This design comes from an exercise in tuning for small area, a short achievable clock period and few clock cycles per item on the open sky130 flow, not from production work.
The RTL was checked by simulation tests, not by an equivalence proof against the original design.
No activity file was given, so power comes from the tool's default toggle rates.

## build 81
// bucketed_hash_set
module bucketed_hash_set #(
    parameter int SLOTS = DEF_SLOTS_PER_BUCKET
) (
    input  logic             i_clk,
    input  logic             i_rst_n,
    input  logic             i_req_valid,
    output logic             o_req_ready,
    input  logic [CMD_W-1:0] i_req_command,
    input  logic [KEY_W-1:0] i_req_key,
    output logic             o_rsp_valid,
    input  logic             i_rsp_ready,
    output logic [STS_W-1:0] o_rsp_status
);
For scale: about 13,000 cells after synthesis, ~41 I/O pins.
export LEC_CHECK = 0
export CAP_MARGIN = 20
export CORE_MARGIN = 2
export CORE_UTILIZATION = 40
export CTS_CLUSTER_DIAMETER = 100
export CTS_CLUSTER_SIZE = 25
export SLEW_MARGIN = 20
export SYNTH_MEMORY_MAX_BITS = 16384
export TNS_END_PERCENT = 10
create_clock -name core_clock -period 8.5 [get_ports {i_clk}]
standard.sh (not shown) runs the stock make flow with config.mk's settings and CLKGATE_MAP_FILE= SYNTH_SCRIPT=/design/flow/synth_recipe.tcl, a recipe that flattens the netlist after the stock synthesis.
==> flow/flow/run.sh <==
#!/bin/bash
set -euo pipefail
bash standard.sh SETUP_SLACK_MARGIN=5.4 finish > flow_make.log 2>&1
Testbench counts of build 81, summed over its fixed seeds: cycles 24,216, items 24,000.
### build 81 -> build 69
Settings: clearing TNS_END_PERCENT, which used to be 10; swapping 25 for 20 in CTS_CLUSTER_SIZE; putting SETUP_SLACK_MARGIN at 5.0 where nothing was set.
==> flow/run.sh (new file) <==
#!/bin/bash
# synth_recipe.tcl (not shown) runs the flow's synth.tcl, then flattens the netlist and writes it again
# the make line also repeats each setting of config.mk as NAME=value (left out here)
make -C /OpenROAD-flow-scripts/flow DESIGN_CONFIG=/design/flow/config.mk WORK_HOME=/design/flow/orfs CLKGATE_MAP_FILE= SYNTH_SCRIPT=/design/flow/synth_recipe.tcl finish
removed: flow/flow/run.sh
removed: flow/standard.sh
A worst setup path startpoint of s2_sel[17] is what build 81 shows, while s2_sel[19] belongs to build 69.
Build 69 against build 81: fraction of power consumed by the clock network higher, worst hold slack higher, placement-stage cell area roughly the same, core utilization of the finished layout roughly the same.
Input-level comparison between build 50 and build 69:
Settings: a deleted SETUP_SLACK_MARGIN that had been 5.0; a change of CTS_CLUSTER_SIZE from 20 to 25.
==> flow/flow/run.sh (new file) <==
#!/bin/bash
set -euo pipefail
bash standard.sh SETUP_SLACK_MARGIN=5.4 finish > flow_make.log 2>&1
==> flow/standard.sh (new file) <==
#!/bin/bash
# synth_recipe.tcl (not shown) runs the flow's synth.tcl, then flattens the netlist and writes it again
# the make line also repeats each setting of config.mk as NAME=value (left out here)
make -C /OpenROAD-flow-scripts/flow DESIGN_CONFIG=/design/flow/config.mk WORK_HOME=/design/flow/orfs CLKGATE_MAP_FILE= SYNTH_SCRIPT=/design/flow/synth_recipe.tcl "${@:-finish}"
removed: flow/run.sh
[summary]
From build 50 to build 69, number of primary I/O pins did not move at all.
Between build 50 and build 69, it is build 50 whose proportion of power drawn by combinational gates is higher, by 0.5 points.
The average detailed-routed wire length per instance number comes out higher for build 50 vs build 69.
Build 50 vs build 69, worst hold slack went down by 0.016 ns.
Via count of the first global-routing pass went up slightly going from build 69 to build 50.
Relative slew slack, build 69 and build 50, lower one = build 50.
Build 50 vs. build 69: overall power after layout now smaller; sum of net half-perimeters after detailed placement has remained practically unchanged; weighted congestion at the end of routability-driven global placement decreased 0.0065.
--- input diff build 50..build 48 ---
Settings: CTS_CLUSTER_SIZE changed from 25 to 20.
==> flow/flow/run.sh <==
#!/bin/bash
set -euo pipefail
bash standard.sh SETUP_SLACK_MARGIN=5.3 finish > flow_make.log 2>&1
--- outcome ---
- Comparing build 48 with build 50, the aggregate global routing overflow came out essentially unchanged.
- Of build 48 and build 50, build 50 shows the lower area fraction of clock buffers and clock inverters, with build 48 above it.
- Power (higher): build 48
- Relative to build 50, the power in combinational cells measured on build 48 has decreased by a few percent.
- Compared with build 50, in build 48 via count normalized by instance count fell 0.65%, worst-case headroom to the max-slew limit fell 2.3 points, final non-filler cell total about even.
- Taking build 50 as the reference, in build 48 total wire length after detailed routing went down by about 1%; share of total power in combinational logic now smaller; worst setup margin saw a decrease; pin count of the biggest net entering global routing now larger.
### build 48 -> build 18
Settings: CTS_CLUSTER_SIZE: 20 -> 25; TNS_END_PERCENT: unset -> 10.
==> flow/flow/run.sh <==
#!/bin/bash
set -euo pipefail
bash standard.sh SETUP_SLACK_MARGIN=5.55 finish > flow_make.log 2>&1
[summary]
NOTE reported combinational group power build 48->build 18 increased by more than 10%
Build 18 has met1 track utilization from global routing below what build 48 had.
For final cell area excluding filler cells, build 18 and build 48 come out practically identical.
Diff build 48 -> build 18: portion of the clock cycle consumed by the worst path in the final layout went down; critical path arrival went down; post-synthesis instance total did not really move; global-route wire length before repair went down.
There was hardly any difference in placed instance area between build 48 and build 18.

## afterwards: timing with drivers on the ports
How much do the figures lean on ideal ports? The routed layouts below were timed once more, with nothing changed but the port constraints. Step 1: set_driving_cell puts a clkbuf_16 on i_clk and a buf_2 on each other input, an assumption about the parent block. Step 2 also shifts input and output timing later by t, the mid clock arrival at the registers, as if the neighbouring blocks saw the same clock. a / b / c = no drivers / after step 1 / after step 2; a / b = the first two.
run | shift t [ns] | setup WS [ns] | latest minus earliest clock arrival (ns)
build 81 | 1.085 | 5.220 / 5.215 / 4.387 | 0.076 / 0.076
build 69 | 1.087 | 4.916 / 4.916 / 4.112 | 0.086 / 0.085
build 50 | 1.054 | 5.254 / 5.254 / 4.453 | 0.108 / 0.109
build 48 | 1.092 | 5.165 / 5.165 / 4.556 | 0.087 / 0.088
build 18 | 1.082 | 5.209 / 5.209 / 4.558 | 0.074 / 0.074
After both steps every run listed still meets setup and hold. For build 81, which loses most, drivers alone change the setup slack by -0.005 ns; drivers and shift together by -0.833 ns.
